Background: an optimization exercise with open tools, aiming at small area, a short achievable clock period and few clock cycles per item. Do not read the settings as production practice. Only simulation tests tie the RTL to the original design; equivalence was not proved.

==> flow/design.v (outline; a module is shown in full before it is edited, if it fits) <==
// module fft_core: 746 lines
module fft_core (
    input  logic               clk,
    input  logic               rst_n,
    input  logic               in_req_i,
    output logic               in_ack_o,
    input  logic signed [15:0] in_re_i,
    input  logic signed [15:0] in_im_i,
    output logic               out_req_o,
    input  logic               out_ack_i,
    output logic signed [15:0] out_re_o,
    output logic signed [15:0] out_im_o,
    output logic [3:0]         out_idx_o,
    output logic               busy_o
);
  // ...
==> flow/run.sh <==
#!/bin/bash
# synth_recipe.tcl (not shown) runs the flow's synth.tcl, then flattens the netlist and writes it again
# the make line also repeats each setting of config.mk as NAME=value (left out here)
make -C /OpenROAD-flow-scripts/flow DESIGN_CONFIG=/design/flow/config.mk WORK_HOME=/design/flow/orfs CLKGATE_MAP_FILE= SYNTH_SCRIPT=/design/flow/synth_recipe.tcl finish
==> flow/config.mk <==
export PLATFORM = sky130hd
export DESIGN_NAME = fft_core
export DESIGN_NICKNAME = fft_core
export VERILOG_FILES = /design/flow/design.v
export SDC_FILE = /design/flow/constraint.sdc
export NUM_CORES = 4
export LEC_CHECK = 0
export CAP_MARGIN = 20
export CORE_MARGIN = 2
export CORE_UTILIZATION = 30
export SETUP_SLACK_MARGIN = 4.0
export SLEW_MARGIN = 20
export SYNTH_MEMORY_MAX_BITS = 65536
==> flow/constraint.sdc <==
create_clock -name core_clock -period 8.5 [get_ports {clk}]
set_input_delay 1.7000 -clock core_clock [delete_from_list [all_inputs] [get_ports {clk}]]
set_output_delay 1.7000 -clock core_clock [all_outputs]
set_load 0.01 [all_outputs]
==> reports/results.ini, run 1 <==
[status]
status = no timing/DRC/antenna violations

[placed_design]
postPlaceCellArea_um2 = 52900
place_inst = 6819
port_buffers = 74

[route]
drt_iter0_markers = 8952
dr_wl_met3_mm = 38.2
maxUsedRoutingLayer = met5
drt-met1-wl_mm = 81.2
first_pass_iters = 10

[layout]
nonClkBufAreaFrac_pct = 6.54
seqCellArea_um2 = 21900
final_cell_mix = edfxtp_1 (669), nand2_1 (436), inv_1 (346), nor2_1 (330), a22oi_1 (325)
multi_input_cells = 3347
synthToLayoutAreaGrowth_pct = 21.1
final_common_cell = edfxtp_1
nNonClkInverters = 364
clock_area_share_pct = 4.56

[timing]
grt_setup_unrepaired = yes
fmax_mhz = 219
maxSlewHeadroom_pct = 14.3
finalSetupTns_ns = 0

[synthesis]
synth-compound-area-share_pct = 20.2
yosysUniqueCellTypes = 94
mappedNetlistArea_um2 = 49300
yosysMostFrequentCell = edfxtp_1
yosys.area_share.adder_pct = 11.9

[floorplanning]
start_util_pct = 30.3
nWellTaps = 2175

[worst_setup_path]
cp-startpoint = ctl[36]
arrival_ns = 5.04
worstPathCellList = buf_12, a22oi_1, nand4_1, o22ai_2, nor2_1, o21ai_1, nand2_2, ha_4, or2_4, or3_1, a2111o_1, a311oi_4, buf_4, o31ai_4, xnor2_2, mux2i_4, buf_6, buf_16, mux2i_1

[hold_path]
hp-class = register to register
worstHoldStart = tre_hold[8]

[global_route]
use_met1_pct = 33.1
grt.busiest_layer = met2

[run]
drv_cap = 0

Testbench counts, summed over its fixed seeds: cycles 5,920, items 80.
==> run 2, diff against run 1 <==
--- a/flow/config.mk
+++ b/flow/config.mk
@@ -13 +13,2 @@
 export SYNTH_MEMORY_MAX_BITS = 65536
+export TNS_END_PERCENT = 5
==> reports/results.ini, run 2 <==
[worst_setup_path]
worstPathCellList = buf_12, a22oi_1, nand4_1, nor4_4, a2111oi_4, a21o_2, ha_4, or3_1, a2111o_1, a311oi_4, buf_6, o31ai_2, xnor2_2, mux2i_4, bufbuf_16, mux2i_1
cpPeakStageDelay_ns = 0.55
cp-start-kind = register
arrival_ns = 5.14  ; +0.10 ns
worstSetupPathType = register to register
crit_required_ns = 8.97
worst-path-max-fanout = 8
cpMaxStageDelayCell = dfrtp_4
end_kind = register

[cts]
clk_pin_slew_worst_paths_ns = 0.07
numCtsBuffers = 85
cts_tree = done
clockRootBuffer = clkbuf_16
htreeDepth = 3
clock_latency_ns = 0.75
clock-sinks = 738
hold_buffers = 0
cts.path.max_buffers = 3

[timing]
finalSetupTns_ns = 0  ; unchanged
hold_violations = 0
maxSlewHeadroom_pct = 17.2  ; +2.9 points
hold_ws_ns = 0.417
setup_viol = 0
slew_viol_final = 0
setup_ws_ns = 3.84
tightestPinTransition_ns = 1.24
fmax_mhz = 214  ; -1.9%
fin_crit_sh_pct = 54.9
clock_skew_ns = 0.0528
grt_setup_unrepaired = yes
period_minus_slack_ns = 4.66

[layout]
top_regs = r_im (256), r_re (256), ctl (57)
final_common_cell = edfxtp_1
final_cell_mix = edfxtp_1 (669), nand2_1 (453), inv_1 (350), a22oi_1 (332), nor2_1 (331)
synthToLayoutAreaGrowth_pct = 19.6
nFillCells = 16107
drive_above_1_share_pct = 15.4
stdcell_area_um2 = 59000
nets = 5285

[route]
wl_per_cell_um = 32.3
routed_via_density = 6.23
wirelength_mm = 230
vias = 44453
first_pass_iters = 10  ; unchanged
drc = 0
ant_nets = 0
drt_iter0_markers = 8455  ; -5.6%

[hold_path]
hp-class = register to register

[floorplanning]
core_area_um2 = 163000
dieArea_um2 = 168000
start_util_pct = 30.3  ; unchanged
io_pins = 75
row_count = 148
dieHeight_um = 409
die_w_um = 409

[global_route]
grt_max_degree = 67
grt_use_met3_pct = 11.2
antenna_found_initial = 13
grt_overflow = 0
grt.busiest_layer = met2
use_met1_pct = 32.8  ; -0.30 points
grt_pass1_wl_mm = 319
grt_pass1_vias = 42400
grt_use_total_pct = 26.5
use_met2_pct = 37.9

[synthesis]
yosysUniqueCellTypes = 94  ; unchanged
synth_warnings = 3
yosysTopAreaCellShare_pct = 40.7
ys_ff_latch = 738
synth_top_area_cell = edfxtp_1
synth_common_cells = edfxtp_1 (669), nand2_1 (464), inv_1 (359), nor2_1 (345), a22oi_1 (335)
syn_avg_cell_area_um2 = 10.2
mappedNetlistArea_um2 = 49300  ; unchanged
yosysMostFrequentCell = edfxtp_1
ys_seq_area_share_pct = 44.2
synth_area_leaders = edfxtp_1 (41%), fa_1 (7.2%), mux2i_1 (5.3%), a22oi_1 (5.1%), ha_1 (4.7%)
synthesis.nets = 5213
async_reset_ff_share_pct = 8.94
synth_cells = 4815
synth-edff-count = 669
synth_ff_type = edfxtp_1

[placed_design]
post-dp-hpwl_mm = 141
place_ws_ns = 1.76
postPlaceCellArea_um2 = 52800  ; -0.30%
place_congestion = 0.971
port_buffers = 74  ; unchanged

[status]
status = no timing/DRC/antenna violations

[run]
drv_cap = 0  ; unchanged

-- run 2: critical path: cells and delay by family (launching register included) --
family	cells	cell delay, ns
and+or+nand+nor	3	1.17
buffers and inverters	3	0.63
adders and majority gates	1	0.30
AOI/OAI and AO/OA	6	1.33
muxes	2	0.24
DFF	1	0.55
xor gates and xnor gates	1	0.17
-- run 2: repair_timing --
| item | CTS | global route |
|---|---|---|
| gates cloned | 8 | 2 |
| pin swaps | 61 | 56 |
| gates resized for setup | 319 | 89 |
| endpoints found under the setup margin | 527 | 410 |
| buffers inserted | 119 | 19 |
-- run 2: layout make-up --
class	count	area, um2	share of cell area [%]
Timing Repair Buffer	352	3640	6.17
Sequential cell	738	21900	37.2
Clock inverter	57	596	1.01
Tap cell	2175	2720	4.61
Antenna cell	8	20.0	0.0339
Clock buffer	97	2240	3.81
Multi-Input combinational cell	3346	26500	44.9
Inverter	364	1380	2.34
-- run 2: cells by family after synthesis --
| group | share of synthesized area [%] |
|---|---|
| muxes | 5.65 |
| xor gates and xnor gates | 2.06 |
| adders and majority gates | 11.9 |
| AOI/OAI and AO/OA | 20.2 |
| and+or+nand+nor | 10.2 |
| buffers and inverters | 5.81 |
| DFF | 44.2 |
-- run 2: through the flow --
| step | cells | util [%] |
|---|---|---|
| 3_5_place_dp | 6827 | 32.4 |
| 3_3_place_gp | 6827 | 32.4 |
| 4_1_cts | 7108 | 35.8 |
| 2_1_floorplan | 4815 | - |
| 5_1_grt | 7132 | 36.2 |
| 6_report | 7137 | 36.2 |
-- run 2: path summary, 6_finish.rpt --
path	start	to	slack (ns)	cells past startpoint
max reg2reg	ctl[39]	r_re[15][12]	3.84	16
min in group asynchronous	rst_n	ctl[23]	1.07	1
max	ctl[39]	r_re[15][12]	3.84	16
min	tre_hold[3]	tm_re[3]	0.42	0
max in group asynchronous	rst_n	ctl[4]	6.69	1
min reg2reg	tre_hold[3]	tm_re[3]	0.42	0
-- run 2: layer usage --
| metal | vias to the layer above | wire (um) | part of all wire [%] |
|---|---|---|---|
| met1 | 21320 | 81300 | 35 |
| met2 | 3993 | 92600 | 40 |
| li1 | 17926 | - | - |
| met4 | 12 | 19100 | 8.3 |
| met3 | 1202 | 37000 | 16 |
| met5 | - | 188 | 0.082 |
==> run 3, diff against run 2 <==
--- a/flow/config.mk
+++ b/flow/config.mk
@@ -10,2 +10,4 @@
 export CORE_UTILIZATION = 30
+export CTS_BUF_LIST = sky130_fd_sc_hd__clkbuf_8
+export CTS_CLUSTER_SIZE = 20
 export SETUP_SLACK_MARGIN = 4.0
@@ -13,2 +15 @@
 export SYNTH_MEMORY_MAX_BITS = 65536
-export TNS_END_PERCENT = 5
==> reports/results.ini, run 3 <==
[status]
status = no timing/DRC/antenna violations

[synthesis]
async_reset_ff_share_pct = 8.94  ; unchanged
yosysTopAreaCellShare_pct = 40.7  ; unchanged
synth_area_leaders = edfxtp_1 (41%), fa_1 (7.2%), mux2i_1 (5.3%), a22oi_1 (5.1%), ha_1 (4.7%)
synth_common_cells = edfxtp_1 (669), nand2_1 (464), inv_1 (359), nor2_1 (345), a22oi_1 (335)
mappedNetlistArea_um2 = 49300  ; unchanged
synth-edff-count = 669  ; unchanged
yosysMostFrequentCell = edfxtp_1
syn_avg_cell_area_um2 = 10.2  ; unchanged
ys_seq_area_share_pct = 44.2  ; unchanged
ys_ff_latch = 738  ; unchanged
synth_cells = 4815  ; unchanged
synth_ff_type = edfxtp_1
synth_warnings = 3  ; unchanged
synth_top_area_cell = edfxtp_1
yosysUniqueCellTypes = 94  ; unchanged
synthesis.nets = 5213  ; unchanged

[cts]
cts_tree = done
cts.path.max_buffers = 3  ; unchanged
clockRootBuffer = clkbuf_8
numCtsBuffers = 138  ; +62%
hold_buffers = 0  ; unchanged
htreeDepth = 4  ; +1
clock_latency_ns = 0.93  ; +0.18 ns
clock-sinks = 738  ; unchanged
clk_pin_slew_worst_paths_ns = 0.07  ; about the same

[route]
vias = 45438  ; +2.2%
first_pass_iters = 10  ; unchanged
drc = 0  ; unchanged
ant_nets = 0  ; unchanged
wl_per_cell_um = 32.1  ; -0.48%
drt_iter0_markers = 9576  ; +13%
wirelength_mm = 233  ; +1.3%
routed_via_density = 6.25  ; +0.41%

[timing]
fin_crit_sh_pct = 53.5  ; -1.3 points
maxSlewHeadroom_pct = 17.4  ; +0.24 points
grt_setup_unrepaired = yes
fmax_mhz = 220  ; +2.4%
period_minus_slack_ns = 4.55  ; -0.112 ns
setup_viol = 0  ; unchanged
tightestPinTransition_ns = 1.24  ; +0.000992 ns
hold_violations = 0  ; unchanged
slew_viol_final = 0  ; unchanged
clock_skew_ns = 0.0739  ; +0.0211 ns
hold_ws_ns = 0.398  ; -0.0193 ns
finalSetupTns_ns = 0  ; unchanged

[placed_design]
postPlaceCellArea_um2 = 52900  ; +0.30%
post-dp-hpwl_mm = 140  ; -1.2%
place_congestion = 0.972  ; +0.15%
port_buffers = 74  ; unchanged

[worst_setup_path]
end_kind = register
arrival_ns = 5.21  ; +0.07 ns
reg2reg_from = ctl[38]
worst-path-max-fanout = 6  ; -2
rr_worst_depth = 19  ; +3
r2r_end = r_im[0][13]
worstSetupPathType = input pin to register
cpPeakStageDelay_ns = 0.42  ; -0.13 ns
cp-start-kind = input pin
cpMaxStageDelayCell = a2111oi_4
worstPathCellList = clkdlybuf4s15_2, mux2i_2, a2111oi_4, a21o_2, ha_4, or2_4, or3_1, a2111o_1, a311oi_4, buf_6, nor2_4, xor2_2, mux2i_4, clkbuf_16, mux2i_1
reg2reg_slack_ns = 3.95  ; +0.11 ns
crit_required_ns = 9.16  ; +0.19 ns

[layout]
synthToLayoutAreaGrowth_pct = 21.1
postLayoutCoreUtil_pct = 36.7  ; +0.45 points
nets = 5365  ; +1.5%
top_regs = r_im (256), r_re (256), ctl (57)
nFillCells = 16030  ; -0.48%
stdcell_area_um2 = 59700  ; +1.2%
drive_above_1_share_pct = 17.8  ; +2.3 points
final_common_cell = edfxtp_1
final_cell_mix = edfxtp_1 (669), nand2_1 (434), inv_1 (382), nor2_1 (325), a22oi_1 (322)

[floorplanning]
start_util_pct = 30.3  ; unchanged
row_count = 148  ; unchanged
die_w_um = 409  ; unchanged
io_pins = 75  ; unchanged
dieArea_um2 = 168000  ; unchanged
core_area_um2 = 163000  ; unchanged
dieHeight_um = 409  ; unchanged

[global_route]
grt_overflow = 0  ; unchanged
grt_pass1_wl_mm = 318  ; -0.40%
grt_pass1_vias = 42360  ; -0.094%
grt_max_degree = 68  ; +1.5%
antenna_found_initial = 13  ; unchanged
grt_use_total_pct = 26.4  ; -0.056 points

[hold_path]
whs_path_depth = 0  ; unchanged
holdPathEnd = tm_re[1]
worstHoldStart = tre_hold[1]
hp-class = register to register

[run]
drv_cap = 0  ; unchanged

-- run 3: cell counts after synthesis --
Identical to the previous run, type by type.
-- run 3: how the worst max path moves through the flow --
stage / from / to / slack [ns] / cells past startpoint
final: in_im_i[4] / r_re[5][10] / 3.95 / 15
after global routing: ctl[36] / r_im[15][15] / 3.82 / 20
after CTS: ctl[4] / cs_c / 3.95 / 14
after detailed placement: in_re_i[4] / r_re[2][12] / 1.89 / 13
after global placement: in_re_i[4] / r_re[4][10] / 1.88 / 13
after floorplan: ctl[4] / cs_c / 3.70 / 16
-- run 3: cells by family after synthesis --
kind of cell / after synthesis / synth area share (%)
simple gates: 1125 / 10.2
buf+inv: 736 / 5.81
flops: 738 / 44.2
mux: 276 / 5.65
fa+ha+maj: 362 / 11.9
compound gates: 1464 / 20.2
xor+xnor: 114 / 2.06
-- run 3: area by class of cell --
type,instances,area (um2),share of cell area [%]
antenna,12,30.0,0.0503
clock buffer,143,1970,3.30
clock inverter,108,791,1.32
inverter,364,1400,2.34
multi-input combinational,3348,26900,45.0
sequential,738,21900,36.7
tap,2175,2720,4.56
timing repair buffer,377,4050,6.77
-- run 3: routing by layer --
layer	vias up	routed length, um	track usage [%]
met3	1269	38200	12.1
met5	-	94	0
met1	21763	82500	32.8
met2	4262	93200	37.1
met4	8	19300	16.2
li1	18136	-	-
-- run 3: timing repair --
item,CTS,global route
setup endpoints to repair,488,371
buffers inserted,80,85
pin swaps,33,54
gates resized for setup,235,205
gates cloned,6,12
-- run 3: through the flow --
stage               cells  setup slack, ns
floorplan            4815             3.70
global placement     6819             1.88
detailed placement   6819             1.89
CTS                  7156             3.95
global route         7256             3.82
finish               7265             3.95
-- run 3: worst max-delay path: cells and delay by family --
| kind | cells | cell delay, ns |
|---|---|---|
| adders and majority gates | 1 | 0.24 |
| and+or+nand+nor | 3 | 0.58 |
| muxes | 3 | 0.48 |
| AOI/OAI and AO/OA | 4 | 1.39 |
| xor gates and xnor gates | 1 | 0.17 |
| buffers and inverters | 3 | 0.65 |

-- afterwards: timing with drivers on the ports --
How much do the figures lean on ideal ports? The routed layouts below were timed once more, with nothing changed but the port constraints. Step 1 assumes that a clkbuf_16 drives the clock port and a buf_2 every other input. Step 2 adds t to the input delays and takes it off the output delays; t is the mean of the earliest and latest rising clock arrival at the registers after step 1. Input paths then give back, and output paths get back, about the clock's delay inside the block. a / b / c = ideal ports / drivers / drivers and shift; a / b = the first two.
| run | t (ns) | slack for setup (ns) | hold slack, ns |
|---|---|---|---|
| run 1 | 0.812 | 3.925 / 3.878 / 3.066 | 0.416 / 0.416 / 0.416 |
| run 2 | 0.807 | 3.837 / 3.837 / 3.082 | 0.417 / 0.417 / 0.417 |
| run 3 | 0.966 | 3.949 / 3.880 / 2.914 | 0.398 / 0.398 / 0.398 |
After both steps every run listed still meets setup and hold. The setup slack of run 3, which loses most, moves by -0.069 ns with the drivers and by -1.035 ns with both steps.
